From an optimization exercise on the open Yosys and OpenROAD flow, aimed at small area; shortcuts taken in it are not production practice. At most, simulation tests tie the RTL to the original design; equivalence was not proved. Only the layout flow was run in run 4; the RTL was not checked for function there. Power and IR drop assume default switching activity.

--- flow/flow/run.sh ---
#!/bin/bash
# Standard ORFS layout (standard.sh) with three changes:
#  - ABC maps for area: a copy of ORFS's scripts folder whose abc_speed.script
#    is replaced by flow/abc_area_map.script (registers are untouched by ABC);
#  - port buffers are buf_1 instead of the default clkdlybuf4s50_1;
#  - the clock tree uses clkbuf_8 clusters of up to 18 sinks and no dummy loads.
set -euo pipefail
cd "$(dirname "$0")/.."
rm -rf scripts_area
cp -r "$FLOW_HOME/scripts" scripts_area
cp flow/abc_area_map.script scripts_area/abc_speed.script
export BUFFER_PORTS_ARGS="-buffer_cell sky130_fd_sc_hd__buf_1"
export CTS_ARGS="-sink_clustering_enable -repair_clock_nets -dont_use_dummy_load -buf_list {sky130_fd_sc_hd__clkbuf_8} -sink_clustering_size 18 -sink_clustering_max_diameter 70"
bash standard.sh SCRIPTS_DIR="$PWD/scripts_area" finish > layout.log 2>&1
--- flow/design.v ---
package cis_pkg;
localparam int adc_w      = 12;                  
localparam int on_cnt_w   = 16;                  
typedef logic [adc_w-1:0] adc_sample_t;
localparam adc_sample_t const_pattern = 12'hA5A;     
typedef enum logic [1:0]
{
    color_red   = 2'd0,
    color_green = 2'd1,
    color_blue  = 2'd2
} color_t;
typedef enum logic [1:0]
{
    mode_off    = 2'd0,                          
    mode_mono   = 2'd1,                          
    mode_rgb    = 2'd2                           
} line_mode_t;
typedef enum logic [1:0]
{
    src_adc     = 2'd0,
    src_ramp    = 2'd1,
    src_const   = 2'd2
} pix_src_t;
typedef struct packed
{
    color_t         color;                       
    logic [5:0]     line_idx;                    
    adc_sample_t    samp0;                       
    adc_sample_t    samp1;                       
} pix_word_t;
endpackage
package mem_pkg;
localparam int addr_w     = 28;                  
localparam int done_cnt_w = 16;                  
typedef logic [addr_w-1:0] mem_addr_t;
localparam mem_addr_t word_bytes = 28'd4;        
typedef enum logic [1:0]
{
    wr_idle     = 2'd0,                          
    wr_pop      = 2'd1,                          
    wr_write    = 2'd2                           
} wr_state_t;
endpackage
`timescale 1ns/10ps
module scan_top
#(
    parameter int LINE_CLKS    = 64,
    parameter int PIX_PER_LINE = 16,
    parameter int FIFO_DEPTH   = 16,
    parameter int AFULL_LEVEL  = 12
)
(
    input  logic                                w_clk_1,
    input  logic                                w_adc_rst,
    input  cis_pkg::adc_sample_t                dc,
    input  cis_pkg::line_mode_t                 mode,
    input  cis_pkg::pix_src_t                   src_sel,
    input  logic [cis_pkg::on_cnt_w-1:0]        r_on_cnt,
    input  logic [cis_pkg::on_cnt_w-1:0]        g_on_cnt,
    input  logic [cis_pkg::on_cnt_w-1:0]        b_on_cnt,
    output logic [2:0]                          lrgb,
    output logic                                si,
    input  logic                                dma_on,
    input  mem_pkg::mem_addr_t                  start_adr,
    input  mem_pkg::mem_addr_t                  buf_size,
    output mem_pkg::mem_addr_t                  mem_address,
    output logic [31:0]                         mem_writedata,
    output logic                                mem_write,
    input  logic                                mem_waitrequest,
    output logic [mem_pkg::done_cnt_w-1:0]      done_cnt,
    output logic                                fifo_afull,
    output logic                                fifo_ovr
);
logic [5:0]     p;
logic           line_on;
logic [1:0]     color;
logic [1:0]     color_nxt;
logic [15:0]    on_nxt;
logic [15:0]    led_left;
logic           led_on;
logic           line_end;
logic           line_start;
logic           mode_off;
assign mode_off   = (mode == 2'd0);
assign line_end   = (p == 6'd62);
assign line_start = line_end && !mode_off;
always_comb
begin
    if (mode == 2'd2)
        color_nxt = (color == 2'd0) ? 2'd1 : (color == 2'd1) ? 2'd2 : 2'd0;
    else
        color_nxt = 2'd0;
    case (color_nxt)
        2'd1:    on_nxt = g_on_cnt;
        2'd2:    on_nxt = b_on_cnt;
        default: on_nxt = r_on_cnt;
    endcase
end
assign led_on = (led_left != '0);
always_ff @(posedge w_clk_1)
begin
    if (w_adc_rst)
    begin
        p        <= 6'h3F;
        line_on  <= 1'b0;
        color    <= 2'd2;
        led_left <= '0;
    end
    else
    begin
        p <= p + 1'b1;
        if (line_end)
            line_on <= !mode_off;
        if (line_start)
            color <= color_nxt;
        if (line_start)
            led_left <= on_nxt;
        else if (mode_off)
            led_left <= '0;
        else
            led_left <= led_left - {15'd0, led_on};
    end
end
assign si   = line_on && (p == 6'h3F);
assign lrgb = led_on ? ~(3'b001 << color) : 3'b111;
logic [11:0]    adc_q;
logic [11:0]    src_val;
logic [11:0]    first_q;             
logic [5:0]     line_tag;
logic           samp_act;
logic           form;                
logic           pix_dv;              
assign samp_act = line_on && (p[5:4] == 2'd0);
assign form     = samp_act && p[0];
always_comb
begin
    case (src_sel)
        2'd1:    src_val = {8'd0, p[3:0]};
        2'd2:    src_val = 12'hA5A;
        default: src_val = adc_q;
    endcase
end
always_ff @(posedge w_clk_1)
begin
    adc_q   <= dc;
    first_q <= src_val;
end
always_ff @(posedge w_clk_1)
begin
    if (w_adc_rst)
    begin
        pix_dv   <= 1'b0;
        line_tag <= 6'h3F;
    end
    else
    begin
        pix_dv <= form;
        if (line_start)
            line_tag <= line_tag + 1'b1;
    end
end
logic [31:0]    stage [0:15];
logic [4:0]     count;
logic           full;
logic           empty;
logic           pop;
logic           shift_in;
logic           wr_ok;
logic [3:0]     head;                
logic [31:0]    head_word;
assign full     = count[4];
assign empty    = (count == 5'd0);
assign shift_in = form && (!full || pop);
assign wr_ok    = pix_dv && !full;
assign head_word = stage[head];
always_ff @(posedge w_clk_1)
begin
    if (shift_in)
    begin
        stage[0] <= {color, line_tag, first_q, src_val};
        for (int i = 1; i < 16; i++)
            stage[i] <= stage[i-1];
    end
end
always_ff @(posedge w_clk_1)
begin
    if (w_adc_rst)
    begin
        count    <= '0;
        fifo_ovr <= 1'b0;
        head     <= 4'hF;
    end
    else
    begin
        count <= count + {4'd0, wr_ok} - {4'd0, pop};
        head  <= head + {3'd0, shift_in} - {3'd0, pop};
        if (pix_dv && full)
            fifo_ovr <= 1'b1;
    end
end
assign fifo_afull = (count >= 5'd12);
localparam logic [1:0] WR_IDLE = 2'd0, WR_POP = 2'd1, WR_WRITE = 2'd2;
logic [1:0]     state;
logic [27:0]    beat_n;
logic [27:0]    beat_n_inc;
logic [27:0]    adr_inc;
logic [15:0]    done_inc;
logic           idle;
logic           beat_done;
logic           buf_end;
assign idle      = (state == WR_IDLE);
assign pop       = (state == WR_POP);
assign mem_write = (state == WR_WRITE);
assign beat_done = mem_write && !mem_waitrequest;
assign buf_end   = beat_done && (beat_n == buf_size);
assign beat_n_inc = beat_n + {27'd0, beat_done};
assign adr_inc = mem_address + {25'd0, beat_done, 2'b0};
assign done_inc = done_cnt + {15'd0, buf_end};
always_ff @(posedge w_clk_1)
begin
    if (w_adc_rst)
    begin
        state    <= WR_IDLE;
        beat_n   <= 28'd1;
        done_cnt <= '0;
    end
    else
    begin
        case (state)
            WR_IDLE:  if (dma_on && !empty) state <= WR_POP;
            WR_POP:   state <= WR_WRITE;
            WR_WRITE: if (beat_done) state <= WR_IDLE;
            default:  state <= WR_IDLE;
        endcase
        beat_n   <= buf_end ? 28'd1 : beat_n_inc;
        done_cnt <= done_inc;
    end
end
always_ff @(posedge w_clk_1)
begin
    if (idle && (beat_n == 28'd1))
        mem_address <= start_adr;
    else
        mem_address <= adr_inc;
    if (pop)
        mem_writedata <= head_word;
end
endmodule
--- flow/flow/abc_area_map.script ---
strash
&get -n
&st
&dch -f
&nf -R 1000
&put
--- flow/constraint.sdc ---
create_clock -name core_clock -period 5.0 [get_ports {w_clk_1}]
set_input_delay 1.0000 -clock core_clock [delete_from_list [all_inputs] [get_ports {w_clk_1}]]
set_output_delay 1.0000 -clock core_clock [all_outputs]
set_load 0.01 [all_outputs]
--- flow/standard.sh ---
#!/bin/bash
# synth_recipe.tcl (not shown) runs the flow's synth.tcl, then flattens the netlist and writes it again
# the make line also repeats each setting of config.mk as NAME=value (left out here)
make -C /OpenROAD-flow-scripts/flow DESIGN_CONFIG=/design/flow/config.mk WORK_HOME=/design/flow/orfs CLKGATE_MAP_FILE= SYNTH_SCRIPT=/design/flow/synth_recipe.tcl "${@:-finish}"
--- flow/config.mk ---
export PLATFORM = sky130hd
export DESIGN_NAME = scan_top
export DESIGN_NICKNAME = scan_top
export VERILOG_FILES = /design/flow/design.v
export SDC_FILE = /design/flow/constraint.sdc
export NUM_CORES = 4
export LEC_CHECK = 0
export CAP_MARGIN = 0
export CORE_MARGIN = 2
export CORE_UTILIZATION = 75
export SLEW_MARGIN = 0
==> impl_metrics.env, run 1 <==
export IMPL_finalSetupTns_ns=0
export IMPL_final_hold_viol_count=0
export IMPL_postSynth_asyncResetShare_pct=0
export IMPL_clk_root_buffer_cell="clkbuf_8"
export IMPL_synth_nets=1808
export IMPL_p_leak_nw=8.85
export IMPL_pre_cts_ws_ns=0.824
export IMPL_drtPass1Iterations=6
export IMPL_ys_dominant_reg_cell="edfxtp_1"
export IMPL_die_height_um=188
export IMPL_startpoint_type="register"
export IMPL_net_switching_share_of_the_total_power_pct=27.6
export IMPL_cellPowerDensity_nw_per_um2=403
export IMPL_timing_fmax_ghz=0.283
export IMPL_drt_total_wl_mm=52.9
export IMPL_routed_via_count=15900
export IMPL_cts_tree="yes"
export IMPL_areaGrowthSynthToFinish_pct=8.73
export IMPL_setup_viol_count_final=0
export IMPL_grtUsageTotal_pct=30.2
export IMPL_internal_power_mw=8.04
export IMPL_p_clk_share_pct=21.1
export IMPL_final_max_slew_violation_count=0
export IMPL_synthesis_yosys_warnings=2
export IMPL_groute_layer_met1_usage_pct=42.6
export IMPL_worst_slew_pin_transition_ns=1.13
export IMPL_unrepaired_setup_endpoints_after_global_routing="false"
export IMPL_floorplan_rows=67
export IMPL_route_antenna_remaining_nets=0
export IMPL_final_common_cell="edfxtp_1"
export IMPL_sequentialPowerShare_pct=60.2
export IMPL_avgViaCountPerCell=6.69
export IMPL_grt_use_met2_pct=48.9
export IMPL_detailed_place_hpwl_mm=32.6
export IMPL_layout_setup_ws_ns=1.46
export IMPL_worstHoldStart="first_q[9]"
export IMPL_switchingPower_mw=3.06
export IMPL_cts_root_to_sink_buffers=3
export IMPL_utilization_pct=82.4
export IMPL_setup_worst_path_end_class="register"
export IMPL_synth_cell_area_um2=25400
export IMPL_finalWorstPathRequiredPeriod_ns=3.54
export IMPL_h_tree_depth=2
export IMPL_hold_class="register to register"
export IMPL_overflow=0
export IMPL_cts_hold_fix_buffers=0
export IMPL_die_area_um2=35300
export IMPL_cp_arrival_ns=4.07
export IMPL_wl_per_cell_um=22.3
export IMPL_clock_insertion_delay_worst_skew_ns=0.60
export IMPL_flip_flop_and_latch_count_after_synthesis=684
export IMPL_fillCellCount=1735
export IMPL_cts_repair_resize_count=0
export IMPL_area_of_combinational_cells_with_multiple_inputs_um2=6120
export IMPL_crit_fanout=3
export IMPL_top_usage_layer="met2"
export IMPL_min_period_over_period_pct=70.7
export IMPL_grt_max_degree=147
export IMPL_power_frac_comb_pct=18.7
export IMPL_floorplan_io_pins=207
export IMPL_grt_util_met3_pct=5.43
export IMPL_synth_area_per_cell_um2=15.3
export IMPL_crit_start="state[1]"
export IMPL_ys_seq_area_share_pct=75.5
export IMPL_grt_pass1_wl_mm=82.4
export IMPL_synthesis_instances=1653
export IMPL_die_width_um=188
export IMPL_layout_drive_gt1_share_pct=3.89
export IMPL_cts_setup_buffers=0
export IMPL_vdd_ir_drop_worst_uv=346
export IMPL_number_of_sinks_on_the_clock_net=684
export IMPL_gp_routability_congestion=0.849
export IMPL_fin_nets=2086
export IMPL_run_status="no timing/DRC/antenna violations"
export IMPL_sequential_cell_area_um2=19200
export IMPL_mostFrequentLayoutCells="edfxtp_1, buf_1, dfxtp_1"
export IMPL_worstReg2RegStart="state[1]"
export IMPL_placement_io_buffers=206
export IMPL_distinct_cells_synth=43
export IMPL_cts_inserted_buffers=44
export IMPL_detailed_router_s_first_iteration_violation_count=1838
export IMPL_n_diodes=0
export IMPL_worst_endpoint_required_ns=5.54
export IMPL_route_detailed_drc=0
export IMPL_clock_skew_ns=0.0287
export IMPL_effective_utilization_at_floorplan_pct=75.8
export IMPL_antenna_found_initial=0
export IMPL_floorplan_core_area_um2=33400
export IMPL_category_of_the_critical_setup_timing_path="register to register"
export IMPL_cap_violations=0
export IMPL_synth_edf_count=546
export IMPL_clk_pin_slew_ns=0.11
export IMPL_first_global_vias=15400
export IMPL_worst_max_slew_margin_expressed_relative_to_the_limit_pct=24.7
-- final timing paths --
path         slack [ns]  cells after the start      endpoint
min reg2reg        0.41                      0  stage[0][21]
max reg2reg        1.46                     16  done_cnt[14]
max                1.46                     16  done_cnt[14]
min                0.41                      0  stage[0][21]
-- logic make-up (layout without fill, tap and decap cells) --
family,after synthesis,in the layout,share of synthesized area (%)
fa+ha+maj,31,31,1.59
buf+inv,30,306,0.444
mux,2,2,0.0888
flops,684,684,75.5
compound gates,335,335,10.1
simple gates,474,474,8.93
xor+xnor,97,97,3.35
-- power groups by stage --
stage | logic [mW] | registers, mW | clock network [mW]
finish | 2.07 | 6.68 | 2.34
global route | 2.30 | 6.73 | 2.55
CTS | 2.08 | 6.68 | 2.38
detailed placement | 2.06 | 6.81 | 0
global placement | 1.99 | 6.79 | 0
floorplan | 1.33 | 6.83 | 0
-- layer usage --
layer	share of wire [%]	wire (µm)
met4	2.7	1450
met2	48	25400
met3	9.9	5250
met1	39	20900
met5	0	0
-- state kept, by name, summed over array words and instances (netlist names) --
| name | flops |
|---|---|
| stage | 512 |
| led_left | 16 |
| pix_dv | 1 |
| adc_q | 12 |
| state | 2 |
| count | 5 |
| line_on | 1 |
| head | 4 |
| p | 6 |
| line_tag | 6 |
| done_cnt | 16 |
| fifo_ovr | 1 |
| mem_address | 28 |
| mem_writedata | 32 |
| beat_n | 28 |
| first_q | 12 |
| color | 2 |
-- synthesized netlist by cell type, types with 9 or more instances --
| library cell | number | area [µm²] |
|---|---|---|
| and2_0 | 12 | 75.1 |
| edfxtp_1 | 546 | 16400 |
| a21o_1 | 9 | 67.6 |
| a22o_1 | 15 | 131 |
| a221oi_1 | 14 | 123 |
| dfxtp_1 | 138 | 2760 |
| a21oi_1 | 60 | 300 |
| nand4_1 | 63 | 394 |
| nand2_1 | 118 | 443 |
| nor2_1 | 130 | 488 |
| ha_1 | 29 | 363 |
| xor2_1 | 39 | 342 |
| a211oi_1 | 13 | 97.6 |
| o22a_1 | 13 | 114 |
| o21ai_0 | 14 | 70.1 |
| a222oi_1 | 66 | 661 |
| a22oi_1 | 112 | 841 |
| clkinv_1 | 30 | 113 |
| nor4_1 | 19 | 119 |
| and3_1 | 24 | 150 |
| nor3_1 | 16 | 80.1 |
| xnor2_1 | 58 | 508 |
| nand3_1 | 64 | 320 |
-- cell type report --
cell class / instances / area share [%]
repair buffers: 232 / 3.70
clock buffers: 44 / 2.20
flip-flops and latches: 684 / 69.5
well taps: 448 / 2.03
multi-input cells: 939 / 22.2
inverters: 30 / 0.408
-- worst max-delay path, cell delays in order (launching register included) --
cell      delay (ns)
dfxtp_1         0.34
nor2b_1         0.23
nor2b_1         0.34
nand4_1         0.16
nor4_1          0.19
nand3_1         0.11
nor4_1          0.47
ha_1            0.27
ha_1            0.20
nand2_1         0.07
nor2_1          0.12
and2_0          0.20
and3_1          0.21
nand3_1         0.14
nor3_1          0.22
o21bai_1        0.09
a21oi_1         0.11
-- metrics by stage --
stage | cells | cell area, µm² | hold WS (ns) | power (mW)
floorplan | 1653 | 25400 | 0.386 | 8.16
global placement | 2333 | 27000 | 0.387 | 8.78
detailed placement | 2333 | 27000 | 0.389 | 8.87
CTS | 2377 | 27600 | 0.414 | 11.1
global route | 2377 | 27600 | 0.417 | 11.6
finish | 2377 | 27600 | 0.414 | 11.1
==> run 2, diff against run 1 <==
--- a/flow/config.mk
+++ b/flow/config.mk
@@ -8,4 +8,5 @@
 export CAP_MARGIN = 0
 export CORE_MARGIN = 2
-export CORE_UTILIZATION = 75
+export CORE_UTILIZATION = 65
+export GPL_TIMING_DRIVEN = 0
 export SLEW_MARGIN = 0
==> impl_metrics.env, run 2 <==
export IMPL_startpoint_type="register"
export IMPL_clk_pin_slew_ns=0.11
export IMPL_areaGrowthSynthToFinish_pct=11.2
export IMPL_floorplan_io_pins=207
export IMPL_post_synth_top_area_cell="edfxtp_1"
export IMPL_routed_via_count=15600
export IMPL_antenna_found_initial=0
export IMPL_gp_routability_congestion=0.827
export IMPL_drt_total_wl_mm=53.9
export IMPL_cts_repair_resize_count=0
export IMPL_worst_max_slew_margin_expressed_relative_to_the_limit_pct=25.3
export IMPL_route_antenna_remaining_nets=0
export IMPL_first_global_vias=15100
export IMPL_crit_fanout=3
export IMPL_min_period_over_period_pct=72.3
export IMPL_clk_root_buffer_cell="clkbuf_8"
export IMPL_hold_slack_ns=0.411
export IMPL_met3_length_mm=4.43
export IMPL_timing_fmax_ghz=0.277
export IMPL_effective_utilization_at_floorplan_pct=65.8
export IMPL_cellPowerDensity_nw_per_um2=396
export IMPL_fin_nets=2097
export IMPL_synthesis_instances=1653
export IMPL_detailed_place_hpwl_mm=33.8
export IMPL_cts_hold_fix_buffers=0
export IMPL_cts_setup_buffers=0
export IMPL_route_detailed_drc=0
export IMPL_setup_worst_path_end_class="register"
export IMPL_drtPass1Iterations=7
export IMPL_n_diodes=0
export IMPL_floorplan_rows=72
export IMPL_vdd_ir_drop_worst_uv=268
export IMPL_synth_top_area_share_pct=64.6
export IMPL_p_leak_nw=9.03
export IMPL_floorplan_core_area_um2=38600
export IMPL_grtUsageTotal_pct=26.7
export IMPL_postSynth_asyncResetShare_pct=0
export IMPL_category_of_the_critical_setup_timing_path="register to register"
export IMPL_met2RoutedLength_mm=25.1
export IMPL_overflow=0
export IMPL_run_status="no timing/DRC/antenna violations"
export IMPL_placement_io_buffers=206
export IMPL_finalSetupTns_ns=0
export IMPL_die_area_um2=40600
export IMPL_final_hold_viol_count=0
export IMPL_unrepaired_setup_endpoints_after_global_routing="false"
export IMPL_clock_skew_ns=0.0369
export IMPL_clock_insertion_delay_worst_skew_ns=0.63
export IMPL_yosysMostFrequentCell="edfxtp_1"
export IMPL_cts_tree="yes"
export IMPL_h_tree_depth=2
export IMPL_ys_top_cells_by_area="edfxtp_1, dfxtp_1, a22oi_1"
export IMPL_number_of_sinks_on_the_clock_net=684
export IMPL_die_height_um=202
export IMPL_mostFrequentLayoutCells="edfxtp_1, buf_1, dfxtp_1"
export IMPL_ys_top_cells_by_count="edfxtp_1, dfxtp_1, nor2_1"
export IMPL_worst_endpoint_required_ns=5.57
export IMPL_number_of_flip_flops_under_the_largest_register_name=512
export IMPL_final_max_slew_violation_count=0
export IMPL_largestRegisters="stage (512), mem_writedata (32)"
export IMPL_synth_area_per_cell_um2=15.3
export IMPL_flip_flop_and_latch_count_after_synthesis=684
export IMPL_highest_layer="met4"
export IMPL_ys_dominant_reg_cell="edfxtp_1"
export IMPL_ys_seq_area_share_pct=75.5
export IMPL_cap_violations=0
export IMPL_cts_inserted_buffers=44
export IMPL_avgViaCountPerCell=6.34
export IMPL_synth_cell_area_um2=25400
export IMPL_worst_slew_pin_transition_ns=1.12
export IMPL_synthesis_yosys_warnings=2
export IMPL_cts_root_to_sink_buffers=3
export IMPL_grt_max_degree=36
export IMPL_cp_arrival_ns=4.19
export IMPL_detailed_router_s_first_iteration_violation_count=1755
export IMPL_finalWorstPathRequiredPeriod_ns=3.62
export IMPL_grt_pass1_wl_mm=84.2
export IMPL_setup_viol_count_final=0
export IMPL_die_width_um=202
export IMPL_synth_nets=1808
export IMPL_wl_per_cell_um=21.9
export IMPL_hold_class="register to register"
export IMPL_distinct_cells_synth=43
export IMPL_final_common_cell="edfxtp_1"
export IMPL_layout_drive_gt1_share_pct=5.26
export IMPL_largest_register_by_flop_count="stage"
export IMPL_met1_length_mm=23.2
export IMPL_synth_edf_count=546
## run 2: changes by cell type in the layout (fill, tap and decap cells not counted), sizes merged
cell    before  now
buf        231  243
clkbuf      45   44
## run 2: critical path, cell delays in order (launching register included)
cell	delay, ns
dfxtp_1	0.35
nor2b_1	0.24
nor2b_1	0.35
nand4_1	0.18
nor4_1	0.21
nand3_1	0.11
nor4_1	0.49
ha_1	0.27
nand3_1	0.10
nor2_1	0.16
and3_1	0.22
and3_1	0.22
and3_1	0.21
nor3b_1	0.26
o21bai_1	0.09
a21oi_1	0.10
## run 2: worst paths after layout
kind	start	endpoint	slack [ns]	depth (start not counted)
max	state[1]	done_cnt[15]	1.38	15
min	first_q[10]	stage[0][22]	0.41	0
max reg2reg	state[1]	done_cnt[15]	1.38	15
min reg2reg	first_q[10]	stage[0][22]	0.41	0
## run 2: per-stage QoR
step / cell area [µm²] / utilization [%] / total power [mW] / worst slack, ns / instances
after global routing: 28200 / 73.2 / 11.7 / 0.971 / 2458
after global placement: 26800 / 69.5 / 8.81 / -8.31 / 2377
after detailed placement: 27600 / 71.6 / 8.91 / 0.855 / 2414
final: 28200 / 73.2 / 11.2 / 1.38 / 2458
after CTS: 28200 / 73.2 / 11.3 / 1.30 / 2458
after floorplan: 25400 / - / 8.16 / -5.44 / 1653
## run 2: where the power goes
| group | total [mW] | internal (mW) | switching [mW] |
|---|---|---|---|
| Sequential | 6.69 | 6.41 | 0.273 |
| Clock | 2.39 | 0.796 | 1.59 |
| Combinational | 2.10 | 0.862 | 1.24 |
| Total | 11.2 | 8.07 | 3.11 |
## run 2: cell type report
class	count	area, µm²
repair buffers	243	1550
clock buffers	44	606
multi-input cells	939	6130
inverters	30	114
well taps	518	648
flip-flops and latches	684	19200
fillers	2614	10400
## run 2: logic make-up after synthesis
group	Yosys count	synth area share [%]
and+or+nand+nor	474	8.93
DFF	684	75.5
buffers and inverters	30	0.444
xor gates and xnor gates	97	3.35
muxes	2	0.0888
AOI/OAI and AO/OA	335	10.1
adders and majority gates	31	1.59
## run 2: routing by layer
metal  vias to the layer above  track usage [%]
li1                       7155                -
met1                      7664             39.3
met4                         0             7.38
met2                       701             42.1
met3                        76             4.11
met5                         -                0
==> run 3, diff against run 2 <==
--- a/flow/config.mk
+++ b/flow/config.mk
@@ -6,7 +6,6 @@
 export NUM_CORES = 4
 export LEC_CHECK = 0
-export CAP_MARGIN = 0
+export CAP_MARGIN = 20
 export CORE_MARGIN = 2
 export CORE_UTILIZATION = 65
-export GPL_TIMING_DRIVEN = 0
-export SLEW_MARGIN = 0
+export SLEW_MARGIN = 20
==> impl_metrics.env, run 3 <==
export IMPL_finalSetupTns_ns=0
export IMPL_setup_viol_count_final=0
export IMPL_worst_slew_pin_transition_ns=1.17
export IMPL_placed_instance_count=2403
export IMPL_h_tree_depth=2
export IMPL_timing_fmax_ghz=0.276
export IMPL_route_detailed_drc=0
export IMPL_grt_max_degree=203
export IMPL_layout_setup_ws_ns=1.38
export IMPL_clock_insertion_delay_worst_skew_ns=0.65
export IMPL_cts_tree="yes"
export IMPL_worst_max_slew_margin_expressed_relative_to_the_limit_pct=22.0
export IMPL_internal_power_mw=8.04
export IMPL_routed_via_count=15400
export IMPL_cts_repair_resize_count=0
export IMPL_die_height_um=202
export IMPL_switchingPower_mw=3.12
export IMPL_synth_cell_area_um2=25400
export IMPL_cp_arrival_ns=4.21
export IMPL_die_width_um=202
export IMPL_dpl_cell_area_um2=27000
export IMPL_clk_root_buffer_cell="clkbuf_8"
export IMPL_antenna_found_initial=0
export IMPL_drt_total_wl_mm=52.9
export IMPL_utilization_pct=71.7
export IMPL_largestRegisters="stage (512), mem_writedata (32)"
export IMPL_number_of_sinks_on_the_clock_net=684
export IMPL_layout_drive_gt1_share_pct=4.04
export IMPL_distinct_cells_synth=43
export IMPL_wl_per_cell_um=21.6
export IMPL_fin_nets=2086
export IMPL_p_leak_nw=8.85
export IMPL_finalNonFillerCells=2447
export IMPL_synth_nets=1808
export IMPL_finalWorstPathRequiredPeriod_ns=3.62
export IMPL_route_antenna_remaining_nets=0
export IMPL_ys_top_cells_by_area="edfxtp_1, dfxtp_1, a22oi_1"
export IMPL_first_global_vias=14800
export IMPL_postSynth_asyncResetShare_pct=0
export IMPL_p_clk_share_pct=21.5
export IMPL_crit_fanout=3
export IMPL_n_diodes=0
export IMPL_synth_top_area_share_pct=64.6
export IMPL_worst_endpoint_required_ns=5.59
export IMPL_unrepaired_setup_endpoints_after_global_routing="false"
export IMPL_gp_routability_congestion=0.824
export IMPL_die_area_um2=40600
export IMPL_synthesis_instances=1653
export IMPL_post_synth_top_area_cell="edfxtp_1"
export IMPL_detailed_router_s_first_iteration_violation_count=1719
export IMPL_net_switching_share_of_the_total_power_pct=27.9
export IMPL_ys_top_cells_by_count="edfxtp_1, dfxtp_1, nor2_1"
export IMPL_synth_area_per_cell_um2=15.3
export IMPL_synthesis_yosys_warnings=2
export IMPL_area_of_combinational_cells_with_multiple_inputs_um2=6110
export IMPL_sequentialPowerShare_pct=60.0
export IMPL_floorplan_io_pins=207
export IMPL_cap_violations=0
export IMPL_effective_utilization_at_floorplan_pct=65.8
export IMPL_cts_inserted_buffers=44
export IMPL_largest_register_by_flop_count="stage"
export IMPL_mostFrequentLayoutCells="edfxtp_1, buf_1, dfxtp_1"
export IMPL_number_of_flip_flops_under_the_largest_register_name=512
export IMPL_drtPass1Iterations=9
export IMPL_placement_io_buffers=206
export IMPL_run_status="no timing/DRC/antenna violations"
export IMPL_final_hold_viol_count=0
export IMPL_ys_seq_area_share_pct=75.5
export IMPL_fillCellCount=2651
export IMPL_clock_skew_ns=0.0334
export IMPL_totalPowerFinal_mw=11.2
export IMPL_pre_cts_ws_ns=0.826
export IMPL_yosysMostFrequentCell="edfxtp_1"
export IMPL_hold_slack_ns=0.411
export IMPL_cts_root_to_sink_buffers=3
export IMPL_overflow=0
export IMPL_vdd_ir_drop_worst_uv=322
export IMPL_areaGrowthSynthToFinish_pct=8.96
export IMPL_floorplan_core_area_um2=38600
export IMPL_grtUsageTotal_pct=26.0
export IMPL_grt_pass1_wl_mm=82.3
export IMPL_detailed_place_hpwl_mm=31.7
export IMPL_floorplan_rows=72
export IMPL_category_of_the_critical_setup_timing_path="register to register"
export IMPL_final_common_cell="edfxtp_1"
export IMPL_final_max_slew_violation_count=0
export IMPL_avgViaCountPerCell=6.30
export IMPL_cts_hold_fix_buffers=0
export IMPL_cts_setup_buffers=0
export IMPL_sequential_cell_area_um2=19200
export IMPL_flip_flop_and_latch_count_after_synthesis=684
export IMPL_setup_worst_path_end_class="register"
export IMPL_startpoint_type="register"
export IMPL_power_frac_comb_pct=18.5
export IMPL_stdcell_area_um2=27600
export IMPL_clk_pin_slew_ns=0.11
export IMPL_min_period_over_period_pct=72.4
export IMPL_hold_class="register to register"
export IMPL_synth_edf_count=546
export IMPL_cellPowerDensity_nw_per_um2=404
export IMPL_ys_dominant_reg_cell="edfxtp_1"
## run 3: area by class of cell
cell class | instances | area share (%)
Tap cell | 518 | 2.35
Multi-Input combinational cell | 939 | 22.1
Sequential cell | 684 | 69.3
Inverter | 30 | 0.407
Timing Repair Buffer | 232 | 3.60
Clock buffer | 44 | 2.19
## run 3: final timing paths
| check | end | cells past startpoint | slack (ns) | start |
|---|---|---|---|---|
| setup / recovery | done_cnt[15] | 16 | 1.38 | state[1] |
| setup reg to reg | done_cnt[15] | 16 | 1.38 | state[1] |
| hold reg to reg | stage[0][15] | 0 | 0.41 | first_q[3] |
| hold / removal | stage[0][15] | 0 | 0.41 | first_q[3] |
## run 3: critical path, cell delays in order (launching register included)
cell and delay (ns):
dfxtp_1 0.35, nor2b_1 0.23, nor2b_1 0.17, buf_4 0.15
nand4_1 0.16, nor4_1 0.24, nand3_1 0.11, nor4_1 0.51
ha_1 0.27, nand3_1 0.11, nor2_1 0.18, and3_1 0.21
and3_1 0.21, and3_1 0.20, nor3b_1 0.25, o21bai_1 0.09
a21oi_1 0.11
## run 3: cell families after synthesis
logic type,count (synthesis),share of synthesized area (%)
fa+ha+maj,31,1.59
compound gates,335,10.1
simple gates,474,8.93
xor+xnor,97,3.35
buf+inv,30,0.444
mux,2,0.0888
flops,684,75.5
## run 3: metal layers
metal	GRT usage (%)	vias up	wire (µm)	part of all wire, %
met3	4.96	66	4110	7.8
li1	-	7111	-	-
met1	38.1	7605	23000	43
met2	41.3	640	24900	47
met5	0	-	0	0
met4	5.80	0	904	1.7
## run 3: power groups by stage
| stage | clock, mW | sequential (mW) | combinational [mW] |
|---|---|---|---|
| after floorplan | 0 | 6.83 | 1.33 |
| after CTS | 2.45 | 6.69 | 2.08 |
| final | 2.39 | 6.69 | 2.07 |
| after detailed placement | 0 | 6.81 | 2.07 |
| after global placement | 0 | 6.80 | 2.04 |
| after global routing | 2.63 | 6.74 | 2.31 |
==> run 4, diff against run 3 <==
--- a/flow/design.v
+++ b/flow/design.v
@@ -133,4 +133,5 @@
 assign samp_act = line_on && (p[5:4] == 2'd0);
 assign form     = samp_act && p[0];
+assign pix_dv   = line_on && !p[0] && ((p[5:4] == 2'd0) ? (p[3:1] != 3'd0) : (p == 6'd16));
 always_comb
 begin
@@ -150,10 +151,8 @@
     if (w_adc_rst)
     begin
-        pix_dv   <= 1'b0;
         line_tag <= 6'h3F;
     end
     else
     begin
-        pix_dv <= form;
         if (line_start)
             line_tag <= line_tag + 1'b1;
@@ -168,9 +167,11 @@
 logic           wr_ok;
 logic [3:0]     head;                
+logic           pend;                
 logic [31:0]    head_word;
 assign full     = count[4];
 assign empty    = (count == 5'd0);
 assign shift_in = form && (!full || pop);
-assign wr_ok    = pix_dv && !full;
+assign wr_ok    = pend;               
+assign head     = pend ? count[3:0] : count[3:0] - 1'b1;
 assign head_word = stage[head];
 always_ff @(posedge w_clk_1)
@@ -189,10 +190,10 @@
         count    <= '0;
         fifo_ovr <= 1'b0;
-        head     <= 4'hF;
+        pend     <= 1'b0;
     end
     else
     begin
         count <= count + {4'd0, wr_ok} - {4'd0, pop};
-        head  <= head + {3'd0, shift_in} - {3'd0, pop};
+        pend  <= shift_in;
         if (pix_dv && full)
             fifo_ovr <= 1'b1;
==> impl_metrics.env, run 4 <==
export IMPL_setup_worst_path_end_class="register"
export IMPL_die_height_um=201
export IMPL_worst_path_stages=13
export IMPL_grtUsageTotal_pct=26.8
export IMPL_sequentialPowerShare_pct=52.1
export IMPL_effective_utilization_at_floorplan_pct=65.6
export IMPL_worstReg2RegStart="state[1]"
export IMPL_grt_use_met2_pct=41.8
export IMPL_cellPowerDensity_nw_per_um2=472
export IMPL_largest_register_by_flop_count="stage"
export IMPL_net_switching_share_of_the_total_power_pct=32.7
export IMPL_final_max_slew_violation_count=0
export IMPL_run_status="no timing/DRC/antenna violations"
export IMPL_mostFrequentLayoutCells="edfxtp_1, buf_1, nor2_1"
export IMPL_switchingPower_mw=4.26
export IMPL_fin_nets=2083
export IMPL_startpoint_type="register"
export IMPL_hold_class="register to register"
export IMPL_crit_fanout=4
export IMPL_ys_seq_area_share_pct=75.6
export IMPL_unrepaired_setup_endpoints_after_global_routing="false"
export IMPL_ys_top_cells_by_count="edfxtp_1, nor2_1, dfxtp_1"
export IMPL_clock_skew_ns=0.0672
export IMPL_internal_power_mw=8.77
export IMPL_groute_layer_met1_usage_pct=39.6
export IMPL_yosysMostFrequentCell="edfxtp_1"
export IMPL_drtPass1Iterations=6
export IMPL_cts_root_to_sink_buffers=3
export IMPL_slowest_stage="or3_1"
export IMPL_ff2ff_path_depth=13
export IMPL_top_usage_layer="met2"
export IMPL_detailed_router_s_first_iteration_violation_count=1771
export IMPL_power_frac_comb_pct=29.3
export IMPL_wl_per_cell_um=22.1
export IMPL_areaGrowthSynthToFinish_pct=9.57
export IMPL_final_common_cell="edfxtp_1"
export IMPL_totalPowerFinal_mw=13.0
export IMPL_first_global_vias=15000
export IMPL_routed_via_count=15500
export IMPL_postSynth_asyncResetShare_pct=0
export IMPL_setup_viol_count_final=0
export IMPL_distinct_cells_synth=42
export IMPL_worst_path_buf_inv=1
export IMPL_p_clk_share_pct=18.5
export IMPL_number_of_flip_flops_under_the_largest_register_name=512
export IMPL_pre_cts_ws_ns=0.893
export IMPL_cts_setup_buffers=0
export IMPL_grt_max_degree=146
export IMPL_r2r_end="beat_n[25]"
export IMPL_min_period_over_period_pct=73.2
export IMPL_min_delay_worst_endpoint="stage[0][15]"
export IMPL_die_area_um2=40400
export IMPL_cp_cell_sequence="nor2b_1 -> nor2b_1 -> ha_1 -> and3_1 -> nand3_1 -> or3_1 -> or3_1 -> nor3_1 -> nand3_1 -> clkinv_1 -> nand3_1 -> or3_1 -> a21oi_1"
export IMPL_worst_endpoint_required_ns=5.53
export IMPL_r2r_slack_ns=1.34
export IMPL_grt_pass1_wl_mm=83.8
export IMPL_synthesis_yosys_warnings=2
export IMPL_clk_root_buffer_cell="clkbuf_8"
export IMPL_worstHoldStart="first_q[3]"
export IMPL_min_path_cells=0
export IMPL_layout_drive_gt1_share_pct=5.13
export IMPL_post_synth_top_area_cell="edfxtp_1"
export IMPL_ys_top_cells_by_area="edfxtp_1, dfxtp_1, a22oi_1"
export IMPL_die_width_um=201
export IMPL_floorplan_rows=72
export IMPL_synth_area_per_cell_um2=15.3
export IMPL_avgViaCountPerCell=6.32
export IMPL_cp_arrival_ns=4.20
export IMPL_worst_max_slew_margin_expressed_relative_to_the_limit_pct=37.7
export IMPL_synth_top_area_share_pct=65.0
export IMPL_cts_inserted_buffers=45
export IMPL_final_hold_viol_count=0
export IMPL_ys_dominant_reg_cell="edfxtp_1"
export IMPL_synth_edf_count=546
export IMPL_cap_violations=0
export IMPL_cpPeakStageDelay_ns=0.45
export IMPL_route_detailed_drc=0
export IMPL_critPathTopFamily="simple AND/OR/NAND/NOR gates"
export IMPL_clock_insertion_delay_worst_skew_ns=0.62
export IMPL_p_leak_nw=8.90
export IMPL_synthesis_instances=1649
export IMPL_synth_nets=1800
export IMPL_number_of_sinks_on_the_clock_net=680
export IMPL_layout_setup_ws_ns=1.34
export IMPL_cts_repair_resize_count=0
export IMPL_largestRegisters="stage (512), mem_writedata (32)"
export IMPL_route_antenna_remaining_nets=0
export IMPL_floorplan_io_pins=207
export IMPL_antenna_found_initial=0
export IMPL_category_of_the_critical_setup_timing_path="register to register"
export IMPL_grt_util_met3_pct=4.79
export IMPL_cts_tree="yes"
export IMPL_n_diodes=0
export IMPL_vdd_ir_drop_worst_uv=318
export IMPL_timing_fmax_ghz=0.273
export IMPL_drt_total_wl_mm=54.2
export IMPL_cts_hold_fix_buffers=0
export IMPL_synth_cell_area_um2=25200
export IMPL_overflow=0
export IMPL_finalWorstPathRequiredPeriod_ns=3.66
export IMPL_flip_flop_and_latch_count_after_synthesis=680
export IMPL_h_tree_depth=2
export IMPL_gp_routability_congestion=0.822
export IMPL_placement_io_buffers=206
export IMPL_floorplan_core_area_um2=38500
export IMPL_clk_pin_slew_ns=0.10
export IMPL_detailed_place_hpwl_mm=31.7
export IMPL_worst_slew_pin_transition_ns=0.933
==> run 4: cell types whose count changed in the layout (fill, tap and decap cells not counted), sizes merged, moves of 16 or more <==
cell    delta
nor2      +38
a22o      +26
a221oi    +25
a222oi    -22
nand3     -16
nand4     -16
==> run 4: worst register-to-register path, cell delays in order, from the launching register on <==
cell,delay (ns)
dfxtp_1,0.35
nor2b_1,0.25
nor2b_1,0.27
ha_1,0.22
and3_1,0.20
nand3_1,0.14
or3_1,0.45
or3_1,0.44
nor3_1,0.37
nand3_1,0.17
clkinv_1,0.07
nand3_1,0.14
or3_1,0.35
a21oi_1,0.17
==> run 4: layer usage <==
metal  up-vias  share of wire (%)
met1      7601                 43
met5         -                  0
met3        83                8.9
met2       701                 46
met4         0                2.0
li1       7091                  -
==> run 4: worst max-delay path by stage <==
stage	start	to	slack [ns]
final	state[1]	beat_n[25]	1.34
after global routing	state[1]	beat_n[27]	0.94
after CTS	state[1]	beat_n[25]	1.30
after detailed placement	mem_waitrequest	beat_n[25]	0.89
after global placement	mem_waitrequest	beat_n[27]	0.95
after floorplan	count[4]	stage[0][0]	-4.39
==> run 4: cell families (layout without fill, tap and decap cells) <==
kind of cell | after synthesis | after routing | synth area share [%]
DFF | 680 | 680 | 75.6
and+or+nand+nor | 470 | 470 | 8.64
AOI/OAI and AO/OA | 352 | 352 | 10.8
xor gates and xnor gates | 89 | 89 | 3.09
buffers and inverters | 31 | 312 | 0.461
adders and majority gates | 27 | 27 | 1.37
==> run 4: layout make-up <==
type / instances / area [µm²]
inverter: 31 / 116
fill: 2639 / 10800
sequential: 680 / 19100
timing repair buffer: 236 / 1070
tap: 518 / 648
multi-input combinational: 938 / 6100
clock buffer: 45 / 619
==> run 4: stage by stage <==
step	cells	hold slack, ns	util (%)	setup TNS (ns)	instance area (µm²)
global route	2448	0.416	71.9	0	27600
CTS	2448	0.399	71.9	0	27600
detailed placement	2403	0.390	70.3	0	27000
floorplan	1649	0.386	-	-2252.68	25200
global placement	2403	0.387	70.3	0	27000
finish	2448	0.414	71.9	0	27600
==> run 4: power groups by stage <==
| stage | combinational, mW | sequential [mW] | clock (mW) |
|---|---|---|---|
| 6_report | 3.82 | 6.80 | 2.42 |
| 3_3_place_gp | 3.77 | 6.92 | 0 |
| 3_5_place_dp | 3.83 | 6.92 | 0 |
| 2_1_floorplan | 2.32 | 6.97 | 0 |
| 4_1_cts | 3.85 | 6.80 | 2.47 |
| 5_1_grt | 4.22 | 6.84 | 2.66 |
==> run 5, diff against run 4 <==
--- a/flow/design.v
+++ b/flow/design.v
@@ -174,5 +174,19 @@
 assign wr_ok    = pend;               
 assign head     = pend ? count[3:0] : count[3:0] - 1'b1;
-assign head_word = stage[head];
+logic [15:0]    head_oh;
+logic [31:0]    part [0:5];
+always_comb
+begin
+    head_oh = '0;
+    head_oh[head] = 1'b1;
+    for (int g = 0; g < 6; g++)
+    begin
+        part[g] = '0;
+        for (int i = 0; i < 3; i++)
+            if (3*g+i < 16)
+                part[g] = part[g] | ({32{head_oh[3*g+i]}} & stage[3*g+i]);
+    end
+    head_word = part[0] | part[1] | part[2] | part[3] | part[4] | part[5];
+end
 always_ff @(posedge w_clk_1)
 begin
==> impl_metrics.env, run 5 <==
export IMPL_run_status="no timing/DRC/antenna violations"
export IMPL_cts_inserted_buffers=44
export IMPL_cts_setup_buffers=0
export IMPL_synth_area_per_cell_um2=16.0
export IMPL_placed_instance_count=2307
export IMPL_final_hold_viol_count=0
export IMPL_finalNonFillerCells=2351
export IMPL_number_of_flip_flops_under_the_largest_register_name=512
export IMPL_min_path_cells=0
export IMPL_cts_root_to_sink_buffers=3
export IMPL_clk_root_buffer_cell="clkbuf_8"
export IMPL_floorplan_rows=71
export IMPL_clock_insertion_delay_worst_skew_ns=0.64
export IMPL_synth_top_area_share_pct=65.6
export IMPL_detailed_place_hpwl_mm=30.1
export IMPL_ff2ff_path_depth=11
export IMPL_ys_seq_area_share_pct=76.3
export IMPL_cp_arrival_ns=4.32
export IMPL_setup_viol_count_final=0
export IMPL_layout_drive_gt1_share_pct=4.84
export IMPL_ys_dominant_reg_cell="edfxtp_1"
export IMPL_clk_pin_slew_ns=0.10
export IMPL_p_leak_nw=8.61
export IMPL_route_detailed_drc=0
export IMPL_setup_worst_path_end_class="register"
export IMPL_cts_tree="yes"
export IMPL_first_global_vias=14200
export IMPL_pre_cts_ws_ns=0.505
export IMPL_areaGrowthSynthToFinish_pct=9.32
export IMPL_fin_nets=1994
export IMPL_detailed_router_s_first_iteration_violation_count=2087
export IMPL_startpoint_type="register"
export IMPL_synth_edf_count=546
export IMPL_worstReg2RegStart="count[2]"
export IMPL_h_tree_depth=2
export IMPL_cap_violations=0
export IMPL_floorplan_core_area_um2=37800
export IMPL_unrepaired_setup_endpoints_after_global_routing="false"
export IMPL_vdd_ir_drop_worst_uv=491
export IMPL_drt_total_wl_mm=50.9
export IMPL_r2r_end="mem_writedata[15]"
export IMPL_min_period_over_period_pct=79.7
export IMPL_synth_nets=1717
export IMPL_final_max_slew_violation_count=0
export IMPL_worst_endpoint_required_ns=5.34
export IMPL_effective_utilization_at_floorplan_pct=66.2
export IMPL_avgViaCountPerCell=6.42
export IMPL_cts_repair_resize_count=0
export IMPL_utilization_pct=72.4
export IMPL_overflow=0
export IMPL_synthesis_instances=1565
export IMPL_ys_top_cells_by_area="edfxtp_1, dfxtp_1, a222oi_1"
export IMPL_placement_io_buffers=206
export IMPL_die_height_um=200
export IMPL_post_synth_top_area_cell="edfxtp_1"
export IMPL_largestRegisters="stage (512), mem_writedata (32)"
export IMPL_routed_via_count=15100
export IMPL_worst_slew_pin_transition_ns=1.00
export IMPL_n_diodes=0
export IMPL_wl_per_cell_um=21.6
export IMPL_min_delay_worst_endpoint="stage[0][13]"
export IMPL_synth_cell_area_um2=25000
export IMPL_hold_class="register to register"
export IMPL_area_of_combinational_cells_with_multiple_inputs_um2=5860
export IMPL_synthesis_yosys_warnings=3
export IMPL_number_of_sinks_on_the_clock_net=680
export IMPL_sequential_cell_area_um2=19100
export IMPL_ys_top_cells_by_count="edfxtp_1, a222oi_1, nor2_1"
export IMPL_layout_setup_ws_ns=1.01
export IMPL_grtUsageTotal_pct=25.3
export IMPL_clock_skew_ns=0.0533
export IMPL_worstHoldStart="first_q[1]"
export IMPL_distinct_cells_synth=40
export IMPL_finalWorstPathRequiredPeriod_ns=3.99
export IMPL_floorplan_io_pins=207
export IMPL_largest_register_by_flop_count="stage"
export IMPL_grt_pass1_wl_mm=77.8
export IMPL_cellPowerDensity_nw_per_um2=470
export IMPL_r2r_slack_ns=1.01
export IMPL_die_area_um2=40000
export IMPL_gp_routability_congestion=0.855
export IMPL_category_of_the_critical_setup_timing_path="register to register"
export IMPL_flip_flop_and_latch_count_after_synthesis=680
export IMPL_worst_max_slew_margin_expressed_relative_to_the_limit_pct=33.1
export IMPL_grt_max_degree=170
export IMPL_timing_fmax_ghz=0.251
export IMPL_route_antenna_remaining_nets=0
export IMPL_crit_fanout=17
export IMPL_drtPass1Iterations=8
export IMPL_cts_hold_fix_buffers=0
export IMPL_die_width_um=200
export IMPL_yosysMostFrequentCell="edfxtp_1"
export IMPL_fillCellCount=2532
export IMPL_final_common_cell="edfxtp_1"
export IMPL_antenna_found_initial=1
export IMPL_mostFrequentLayoutCells="edfxtp_1, buf_1, a222oi_1"
export IMPL_postSynth_asyncResetShare_pct=0
[run 5: how the worst max path moves through the flow]
stage | startpoint | slack, ns | depth (start not counted) | endpoint
after CTS | count[1] | 1.01 | 11 | mem_writedata[15]
after floorplan | count[4] | -4.39 | 1 | stage[0][0]
after detailed placement | buf_size[26] | 0.50 | 16 | done_cnt[14]
final | count[2] | 1.01 | 11 | mem_writedata[15]
after global placement | buf_size[26] | 0.58 | 16 | done_cnt[14]
after global routing | count[1] | 0.71 | 11 | mem_writedata[15]
[run 5: cell families (layout without fill, tap and decap cells)]
logic type               after synthesis  count (layout)  synth area share [%]
AO/OA/AOI/OAI                        276             276                  9.28
XOR/XNOR                              92              92                  3.22
adder cells (fa/ha/maj)               28              28                  1.43
buffers and inverters                 31             306                 0.466
flip-flops                           680             680                  76.3
multiplexers                           5               5                 0.225
AND/OR/NAND/NOR                      453             453                  9.02
[run 5: area by class of cell]
class                           instances  share of cell area, %
Inverter                               31                  0.426
Clock buffer                           44                   2.22
Sequential cell                       680                   69.8
Multi-Input combinational cell        854                   21.5
Timing Repair Buffer                  231                   3.71
Tap cell                              511                   2.34
[run 5: critical path: stages (launching register included)]
cell	delay [ns]
dfxtp_1	0.47
clkinv_1	0.19
ha_1	0.21
nand2_1	0.06
nand3_1	0.09
xnor2_1	0.46
xor2_1	0.64
nor2_2	0.37
buf_4	0.34
a222oi_1	0.44
and4_1	0.26
nand3_1	0.14
[run 5: stage by stage]
stage                     total power, mW   TNS, ns  hold WS, ns  area, µm²
final                                12.8         0        0.409      27300
after global placement               10.5         0        0.387      26700
after global routing                 13.5         0        0.417      27300
after CTS                            12.9         0        0.397      27300
after floorplan                      9.27  -2252.42        0.386      25000
after detailed placement             10.6         0        0.389      26700
[run 5: power breakdown]
group / switching [mW] / internal (mW) / total, mW
logic: 2.22 / 1.45 / 3.67
registers: 0.268 / 6.54 / 6.81
clock network: 1.56 / 0.796 / 2.36
[run 5: routing by layer]
layer	wire length, µm	track usage, %	share of wire [%]	vias to the layer above
li1	-	-	-	6920
met1	21500	37.0	42	7421
met2	24200	40.1	48	668
met3	4090	3.65	8.0	77
met4	1120	8.12	2.2	0
met5	0	0	0	-
==> run 6, diff against run 5 <==
--- a/flow/flow/run.sh
+++ b/flow/flow/run.sh
@@ -11,4 +11,4 @@
 cp flow/abc_area_map.script scripts_area/abc_speed.script
 export BUFFER_PORTS_ARGS="-buffer_cell sky130_fd_sc_hd__buf_1"
-export CTS_ARGS="-sink_clustering_enable -repair_clock_nets -dont_use_dummy_load -buf_list {sky130_fd_sc_hd__clkbuf_8} -sink_clustering_size 18 -sink_clustering_max_diameter 70"
+export CTS_ARGS="-sink_clustering_enable -repair_clock_nets -dont_use_dummy_load -buf_list {sky130_fd_sc_hd__clkbuf_4 sky130_fd_sc_hd__clkbuf_8} -sink_clustering_size 12 -sink_clustering_max_diameter 50"
 bash standard.sh SCRIPTS_DIR="$PWD/scripts_area" finish > layout.log 2>&1
==> impl_metrics.env, run 6 <==
export IMPL_run_status="no timing/DRC/antenna violations"
export IMPL_number_of_sinks_on_the_clock_net=680
export IMPL_placement_io_buffers=206
export IMPL_clk_pin_slew_ns=0.07
export IMPL_gp_routability_congestion=0.855
export IMPL_sequentialPowerShare_pct=50.8
export IMPL_cts_tree="yes"
export IMPL_distinct_cells_synth=40
export IMPL_startpoint_type="register"
export IMPL_grt_pass1_wl_mm=79.3
export IMPL_critPathTopFamily="simple AND/OR/NAND/NOR gates"
export IMPL_synth_nets=1717
export IMPL_worstHoldStart="first_q[1]"
export IMPL_net_switching_share_of_the_total_power_pct=31.2
export IMPL_die_width_um=200
export IMPL_layout_drive_gt1_share_pct=6.11
export IMPL_clock_skew_ns=0.0633
export IMPL_cts_repair_resize_count=0
export IMPL_effective_utilization_at_floorplan_pct=66.2
export IMPL_synth_edf_count=546
export IMPL_finalWorstPathRequiredPeriod_ns=3.97
export IMPL_h_tree_depth=3
export IMPL_slowest_stage="xor2_1"
export IMPL_cp_cell_sequence="clkinv_1 -> ha_1 -> nor2b_1 -> xnor2_1 -> nand3_1 -> xor2_1 -> nor2_2 -> buf_4 -> a222oi_1 -> and4_1 -> nand3_1"
export IMPL_hold_class="register to register"
export IMPL_stdcell_area_um2=27700
export IMPL_setup_worst_path_end_class="register"
export IMPL_cp_arrival_ns=4.31
export IMPL_vdd_ir_drop_worst_uv=494
export IMPL_routed_via_count=15300
export IMPL_cellPowerDensity_nw_per_um2=485
export IMPL_final_common_cell="edfxtp_1"
export IMPL_drtPass1Iterations=12
export IMPL_ff2ff_path_depth=11
export IMPL_route_detailed_drc=0
export IMPL_internal_power_mw=9.23
export IMPL_detailed_place_hpwl_mm=30.1
export IMPL_synth_area_per_cell_um2=16.0
export IMPL_antenna_found_initial=0
export IMPL_ys_top_cells_by_count="edfxtp_1, a222oi_1, nor2_1"
export IMPL_clk_root_buffer_cell="clkbuf_8"
export IMPL_min_path_cells=0
export IMPL_first_global_vias=14500
export IMPL_wl_per_cell_um=21.7
export IMPL_clock_insertion_delay_worst_skew_ns=0.65
export IMPL_post_synth_top_area_cell="edfxtp_1"
export IMPL_route_antenna_remaining_nets=0
export IMPL_flip_flop_and_latch_count_after_synthesis=680
export IMPL_die_height_um=200
export IMPL_overflow=0
export IMPL_synth_top_area_share_pct=65.6
export IMPL_drt_total_wl_mm=51.6
export IMPL_die_area_um2=40000
export IMPL_yosysMostFrequentCell="edfxtp_1"
export IMPL_timing_fmax_ghz=0.252
export IMPL_synth_cell_area_um2=25000
export IMPL_synthesis_yosys_warnings=3
export IMPL_min_period_over_period_pct=79.4
export IMPL_hold_slack_ns=0.399
export IMPL_postSynth_asyncResetShare_pct=0
export IMPL_floorplan_rows=71
export IMPL_final_max_slew_violation_count=0
export IMPL_synthesis_instances=1565
export IMPL_worst_path_buf_inv=2
export IMPL_areaGrowthSynthToFinish_pct=10.7
export IMPL_ys_top_cells_by_area="edfxtp_1, dfxtp_1, a222oi_1"
export IMPL_placed_instance_count=2307
export IMPL_final_hold_viol_count=0
export IMPL_critical_path_most_common_cell="nand3_1"
export IMPL_cts_setup_buffers=0
export IMPL_p_leak_nw=8.79
export IMPL_crit_start="count[1]"
export IMPL_category_of_the_critical_setup_timing_path="register to register"
export IMPL_mostFrequentLayoutCells="edfxtp_1, buf_1, a222oi_1"
export IMPL_worstReg2RegStart="count[1]"
export IMPL_n_diodes=0
export IMPL_switchingPower_mw=4.19
export IMPL_cpPeakStageDelay_ns=0.64
export IMPL_finalNonFillerCells=2376
export IMPL_totalPowerFinal_mw=13.4
export IMPL_detailed_router_s_first_iteration_violation_count=2084
export IMPL_cap_violations=0
export IMPL_worst_slew_pin_transition_ns=0.987
export IMPL_avgViaCountPerCell=6.42
export IMPL_grt_max_degree=170
export IMPL_floorplan_io_pins=207
export IMPL_ys_seq_area_share_pct=76.3
export IMPL_cts_root_to_sink_buffers=3
export IMPL_unrepaired_setup_endpoints_after_global_routing="false"
export IMPL_largestRegisters="stage (512), mem_writedata (32)"
export IMPL_ys_dominant_reg_cell="edfxtp_1"
export IMPL_fin_nets=2019
export IMPL_dpl_cell_area_um2=26700
export IMPL_cts_hold_fix_buffers=0
export IMPL_number_of_flip_flops_under_the_largest_register_name=512
export IMPL_grtUsageTotal_pct=25.9
export IMPL_crit_fanout=17
export IMPL_p_clk_share_pct=21.8
export IMPL_worst_path_stages=11
export IMPL_worst_max_slew_margin_expressed_relative_to_the_limit_pct=34.0
export IMPL_largest_register_by_flop_count="stage"
export IMPL_worst_endpoint_required_ns=5.34
export IMPL_power_frac_comb_pct=27.4
export IMPL_utilization_pct=73.3
export IMPL_cts_inserted_buffers=69
export IMPL_setup_viol_count_final=0
export IMPL_floorplan_core_area_um2=37800
-- run 6: cell counts after synthesis --
No cell type changed its count.
-- run 6: path summary, 6_finish.rpt --
kind,end,slack [ns]
worst max-delay path,mem_writedata[15],1.03
worst min-delay path,stage[0][13],0.40
worst max register to register,mem_writedata[15],1.03
worst min register to register,stage[0][13],0.40
-- run 6: cell type report --
type                            instances  area [µm²]
Sequential cell                       680       19100
Fill cell                            2491       10100
Multi-Input combinational cell        854        5860
Timing Repair Buffer                  231        1010
Clock buffer                           69         950
Tap cell                              511         639
Inverter                               31         116
-- run 6: power by group through the flow --
stage	registers (mW)	logic, mW	clock network (mW)
5_1_grt	6.86	4.04	3.21
2_1_floorplan	6.99	2.29	0
4_1_cts	6.81	3.70	3.01
3_5_place_dp	6.94	3.68	0
6_report	6.81	3.68	2.93
3_3_place_gp	6.93	3.60	0
-- run 6: routing by layer --
| metal | track usage [%] | routed length [µm] | vias up |
|---|---|---|---|
| li1 | - | - | 6978 |
| met1 | 37.0 | 21700 | 7442 |
| met2 | 41.1 | 24400 | 739 |
| met3 | 4.65 | 4260 | 98 |
| met4 | 8.34 | 1220 | 0 |
| met5 | 0 | 0 | - |
-- run 6: cell families (layout without fill, tap and decap cells) --
| logic type | count (synthesis) | in the layout | synth area share (%) |
|---|---|---|---|
| DFF | 680 | 680 | 76.3 |
| and+or+nand+nor | 453 | 453 | 9.02 |
| AOI/OAI and AO/OA | 276 | 276 | 9.28 |
| xor gates and xnor gates | 92 | 92 | 3.22 |
| buffers and inverters | 31 | 331 | 0.466 |
| adders and majority gates | 28 | 28 | 1.43 |
| muxes | 5 | 5 | 0.225 |
-- run 6: per-stage QoR --
stage | worst slack (ns) | setup TNS, ns
after global placement | 0.580 | 0
after floorplan | -4.39 | -2252.42
after global routing | 0.689 | 0
after detailed placement | 0.505 | 0
after CTS | 0.997 | 0
final | 1.03 | 0
==> run 7, diff against run 6 <==
--- a/flow/design.v
+++ b/flow/design.v
@@ -98,4 +98,23 @@
 end
 assign led_on = (led_left != '0);
+logic [15:0]    led_dec;
+logic           ld_r, ld_g, ld_b, led_keep;
+always_comb
+begin
+    logic z;
+    z = 1'b1;                                
+    for (int i = 0; i < 16; i++)
+    begin
+        led_dec[i] = led_left[i] ^ z;
+        z = z & !led_left[i];
+    end
+end
+assign ld_r     = !w_adc_rst && line_start && (color_nxt == 2'd0);
+assign ld_g     = !w_adc_rst && line_start && (color_nxt == 2'd1);
+assign ld_b     = !w_adc_rst && line_start && (color_nxt == 2'd2);
+assign led_keep = !w_adc_rst && !line_start && !mode_off && led_on;
+always_ff @(posedge w_clk_1)
+    led_left <= ({16{ld_r}} & r_on_cnt) | ({16{ld_g}} & g_on_cnt) |
+                ({16{ld_b}} & b_on_cnt) | ({16{led_keep}} & led_dec);
 always_ff @(posedge w_clk_1)
 begin
@@ -105,5 +124,4 @@
         line_on  <= 1'b0;
         color    <= 2'd2;
-        led_left <= '0;
     end
     else
@@ -114,10 +132,4 @@
         if (line_start)
             color <= color_nxt;
-        if (line_start)
-            led_left <= on_nxt;
-        else if (mode_off)
-            led_left <= '0;
-        else
-            led_left <= led_left - {15'd0, led_on};
     end
 end
@@ -221,4 +233,5 @@
 logic [27:0]    adr_inc;
 logic [15:0]    done_inc;
+logic           adr_load;
 logic           idle;
 logic           beat_done;
@@ -229,7 +242,23 @@
 assign beat_done = mem_write && !mem_waitrequest;
 assign buf_end   = beat_done && (beat_n == buf_size);
-assign beat_n_inc = beat_n + {27'd0, beat_done};
-assign adr_inc = mem_address + {25'd0, beat_done, 2'b0};
+always_comb
+begin
+    logic t;
+    t = 1'b1;
+    for (int i = 0; i < 28; i++)
+    begin
+        beat_n_inc[i] = beat_n[i] ^ (beat_done & t);
+        t = t & beat_n[i];
+    end
+    adr_inc[1:0] = 2'b00;                
+    t = 1'b1;
+    for (int i = 2; i < 28; i++)
+    begin
+        adr_inc[i] = mem_address[i] ^ (beat_done & t);
+        t = t & mem_address[i];
+    end
+end
 assign done_inc = done_cnt + {15'd0, buf_end};
+assign adr_load = idle && (beat_n == 28'd1);
 always_ff @(posedge w_clk_1)
 begin
@@ -254,8 +283,7 @@
 always_ff @(posedge w_clk_1)
 begin
-    if (idle && (beat_n == 28'd1))
-        mem_address <= start_adr;
-    else
-        mem_address <= adr_inc;
+    mem_address[27:2] <= ({26{adr_load}} & start_adr[27:2]) | ({26{!adr_load}} & adr_inc[27:2]);
+    if (adr_load)
+        mem_address[1:0] <= start_adr[1:0];
     if (pop)
         mem_writedata <= head_word;
--- a/flow/flow/run.sh
+++ b/flow/flow/run.sh
@@ -11,4 +11,4 @@
 cp flow/abc_area_map.script scripts_area/abc_speed.script
 export BUFFER_PORTS_ARGS="-buffer_cell sky130_fd_sc_hd__buf_1"
-export CTS_ARGS="-sink_clustering_enable -repair_clock_nets -dont_use_dummy_load -buf_list {sky130_fd_sc_hd__clkbuf_4 sky130_fd_sc_hd__clkbuf_8} -sink_clustering_size 12 -sink_clustering_max_diameter 50"
+export CTS_ARGS="-sink_clustering_enable -repair_clock_nets -dont_use_dummy_load -buf_list {sky130_fd_sc_hd__clkbuf_8} -sink_clustering_size 18 -sink_clustering_max_diameter 70"
 bash standard.sh SCRIPTS_DIR="$PWD/scripts_area" finish > layout.log 2>&1
--- a/flow/config.mk
+++ b/flow/config.mk
@@ -8,4 +8,4 @@
 export CAP_MARGIN = 20
 export CORE_MARGIN = 2
-export CORE_UTILIZATION = 65
+export CORE_UTILIZATION = 75
 export SLEW_MARGIN = 20
==> impl_metrics.env, run 7 <==
export IMPL_cts_root_to_sink_buffers=3
export IMPL_placement_io_buffers=206
export IMPL_min_period_over_period_pct=88.2
export IMPL_cap_violations=0
export IMPL_final_common_cell="edfxtp_1"
export IMPL_category_of_the_critical_setup_timing_path="register to register"
export IMPL_clock_skew_ns=0.0499
export IMPL_unrepaired_setup_endpoints_after_global_routing="false"
export IMPL_cts_inserted_buffers=44
export IMPL_avgViaCountPerCell=6.79
export IMPL_die_area_um2=34200
export IMPL_die_height_um=185
export IMPL_crit_fanout=5
export IMPL_grt_max_degree=131
export IMPL_worst_max_slew_margin_expressed_relative_to_the_limit_pct=25.9
export IMPL_largestRegisters="stage (512), mem_writedata (32)"
export IMPL_synth_nets=1642
export IMPL_final_max_slew_violation_count=0
export IMPL_totalPowerFinal_mw=12.7
export IMPL_first_global_vias=14100
export IMPL_hold_class="register to register"
export IMPL_post_synth_top_area_cell="edfxtp_1"
export IMPL_timing_fmax_ghz=0.227
export IMPL_cts_hold_fix_buffers=0
export IMPL_route_antenna_remaining_nets=0
export IMPL_fin_nets=1928
export IMPL_crit_start="state[1]"
export IMPL_vdd_ir_drop_worst_uv=318
export IMPL_flip_flop_and_latch_count_after_synthesis=680
export IMPL_number_of_sinks_on_the_clock_net=680
export IMPL_effective_utilization_at_floorplan_pct=76.0
export IMPL_fillCellCount=1687
export IMPL_floorplan_io_pins=207
export IMPL_worst_slew_pin_transition_ns=1.11
export IMPL_postSynth_asyncResetShare_pct=0
export IMPL_overflow=0
export IMPL_cts_setup_buffers=0
export IMPL_cellPowerDensity_nw_per_um2=471
export IMPL_ys_seq_area_share_pct=77.6
export IMPL_worstHoldStart="first_q[3]"
export IMPL_synthesis_yosys_warnings=3
export IMPL_setup_worst_path_end_class="register"
export IMPL_routed_via_count=15000
export IMPL_setup_viol_count_final=0
export IMPL_n_diodes=0
export IMPL_finalWorstPathRequiredPeriod_ns=4.41
export IMPL_largest_register_by_flop_count="stage"
export IMPL_p_leak_nw=8.55
export IMPL_worstReg2RegStart="state[1]"
export IMPL_finalSetupTns_ns=0
export IMPL_synth_area_per_cell_um2=16.6
export IMPL_floorplan_rows=66
export IMPL_clk_pin_slew_ns=0.11
export IMPL_yosysMostFrequentCell="edfxtp_1"
export IMPL_synth_edf_count=546
export IMPL_drt_total_wl_mm=50.8
export IMPL_grtUsageTotal_pct=29.6
export IMPL_drtPass1Iterations=10
export IMPL_cts_tree="yes"
export IMPL_detailed_router_s_first_iteration_violation_count=2438
export IMPL_synth_cell_area_um2=24600
export IMPL_worst_endpoint_required_ns=5.47
export IMPL_cp_arrival_ns=4.88
export IMPL_mostFrequentLayoutCells="edfxtp_1, buf_1, a222oi_1"
export IMPL_startpoint_type="register"
export IMPL_detailed_place_hpwl_mm=31.1
export IMPL_route_detailed_drc=0
export IMPL_ys_dominant_reg_cell="edfxtp_1"
export IMPL_number_of_flip_flops_under_the_largest_register_name=512
export IMPL_gp_routability_congestion=0.812
export IMPL_synthesis_instances=1480
export IMPL_layout_drive_gt1_share_pct=5.78
export IMPL_cts_repair_resize_count=0
export IMPL_utilization_pct=83.1
export IMPL_final_hold_viol_count=0
export IMPL_clock_insertion_delay_worst_skew_ns=0.57
export IMPL_run_status="no timing/DRC/antenna violations"
export IMPL_ys_top_cells_by_count="edfxtp_1, a222oi_1, dfxtp_1"
export IMPL_areaGrowthSynthToFinish_pct=9.47
export IMPL_antenna_found_initial=0
export IMPL_synth_top_area_share_pct=66.7
export IMPL_die_width_um=185
export IMPL_h_tree_depth=2
export IMPL_ys_top_cells_by_area="edfxtp_1, dfxtp_1, a222oi_1"
export IMPL_wl_per_cell_um=23.0
export IMPL_clk_root_buffer_cell="clkbuf_8"
export IMPL_hold_slack_ns=0.418
export IMPL_floorplan_core_area_um2=32400
export IMPL_distinct_cells_synth=44
export IMPL_grt_pass1_wl_mm=77.1
## run 7: cell count changes after synthesis, moves of 4 or more
cell and change:
ha_1 +10, a21oi_1 -31, o21ai_0 +29, nand3_1 -12, a211oi_1 +7, xor2_1 -20
and3_1 -5, mux2_1 -4, nor3_1 +4, xnor2_1 -18, a21o_1 +4, clkinv_1 +16
nor2_1 -65, or4_1 -4
## run 7: report_power, final
part | switching (mW) | internal [mW] | leakage, nW
Combinational | 2.23 | 1.33 | 2.21
Clock | 1.55 | 0.796 | 0.316
Sequential | 0.225 | 6.55 | 6.02
Total | 4.01 | 8.68 | 8.55
## run 7: per-stage QoR
step	setup WS [ns]	cells	area, µm²
after global routing	0.0200	2206	26900
after detailed placement	-0.0341	2161	26300
final	0.589	2206	26900
after floorplan	-4.39	1480	24600
after CTS	0.486	2205	26900
after global placement	0.232	2161	26300
## run 7: worst max-delay path, stage by stage, from the launching register on
cell and delay, ns:
dfxtp_1 0.40, nor2b_1 0.24, nand2b_1 0.13, nor3_1 0.25, nand2_1 0.16, nor3_2 0.19
and2_0 0.27, and3_1 0.27, and3_1 0.22, and2_0 0.15, and3_1 0.19, and2_0 0.15
and3_1 0.20, and2_0 0.26, and3_1 0.24, and2_1 0.23, and3_1 0.26, and3_1 0.27
and3_1 0.17, nor3_1 0.04
## run 7: worst paths after layout
path,to,slack (ns),cells after the start
min reg2reg,stage[0][15],0.42,0
max,beat_n[27],0.59,19
max reg2reg,beat_n[27],0.59,19
min,stage[0][15],0.42,0
## run 7: logic make-up after synthesis
logic type / count (synthesis) / synth area share (%)
simple gates: 367 / 7.73
buf+inv: 47 / 0.718
compound gates: 293 / 10.0
fa+ha+maj: 38 / 1.96
xor+xnor: 54 / 1.92
mux: 1 / 0.0458
flops: 680 / 77.6
## run 7: layout make-up
class,count,area [µm²],area share [%]
inverter,47,176,0.656
timing repair buffer,240,1080,4.01
tap,442,553,2.05
clock buffer,44,606,2.25
multi-input combinational,753,5420,20.1
sequential,680,19100,70.9
## run 7: per-layer routing
metal  part of all wire [%]  up-vias  global-route usage [%]
li1                       -     6689                       -
met4                    2.5        0                    9.52
met5                      0        -                       0
met2                     49      914                    48.4
met3                     11       95                    5.45
met1                     38     7273                    41.1

separate check: timing with driven ports:
No port has a modelled driver above. Below, the same layouts with a new extraction and two added sets of constraints. Step 1, drivers: a clkbuf_16 drives w_clk_1 and a buf_2 each remaining input, both assumed. Step 2, shift: input delay + t, output delay - t, t = (earliest + latest rising clock arrival at the registers) / 2. This alone moves slack from input paths to output paths. a / b / c = ideal ports / drivers / drivers and shift; a / b = the first two.
| run | t, ns | slack for setup (ns) | worst register clock-pin slew, ns |
|---|---|---|---|
| run 1 | 0.637 | 1.465 / 1.465 / 0.901 | 0.11 / 0.11 |
| run 2 | 0.672 | 1.384 / 1.384 / 0.925 | 0.11 / 0.11 |
| run 3 | 0.685 | 1.379 / 1.379 / 0.895 | 0.12 / 0.12 |
| run 4 | 0.652 | 1.338 / 1.338 / 0.892 | 0.11 / 0.11 |
| run 5 | 0.670 | 1.014 / 1.014 / 0.569 | 0.11 / 0.11 |
| run 6 | 0.667 | 1.029 / 1.029 / 0.581 | 0.08 / 0.08 |
| run 7 | 0.611 | 0.589 / 0.589 / 0.094 | 0.11 / 0.11 |
After both steps setup and hold are still met in every run listed. For run 1, which loses most, drivers alone change the setup slack by 0.000 ns; drivers and shift together by -0.564 ns.
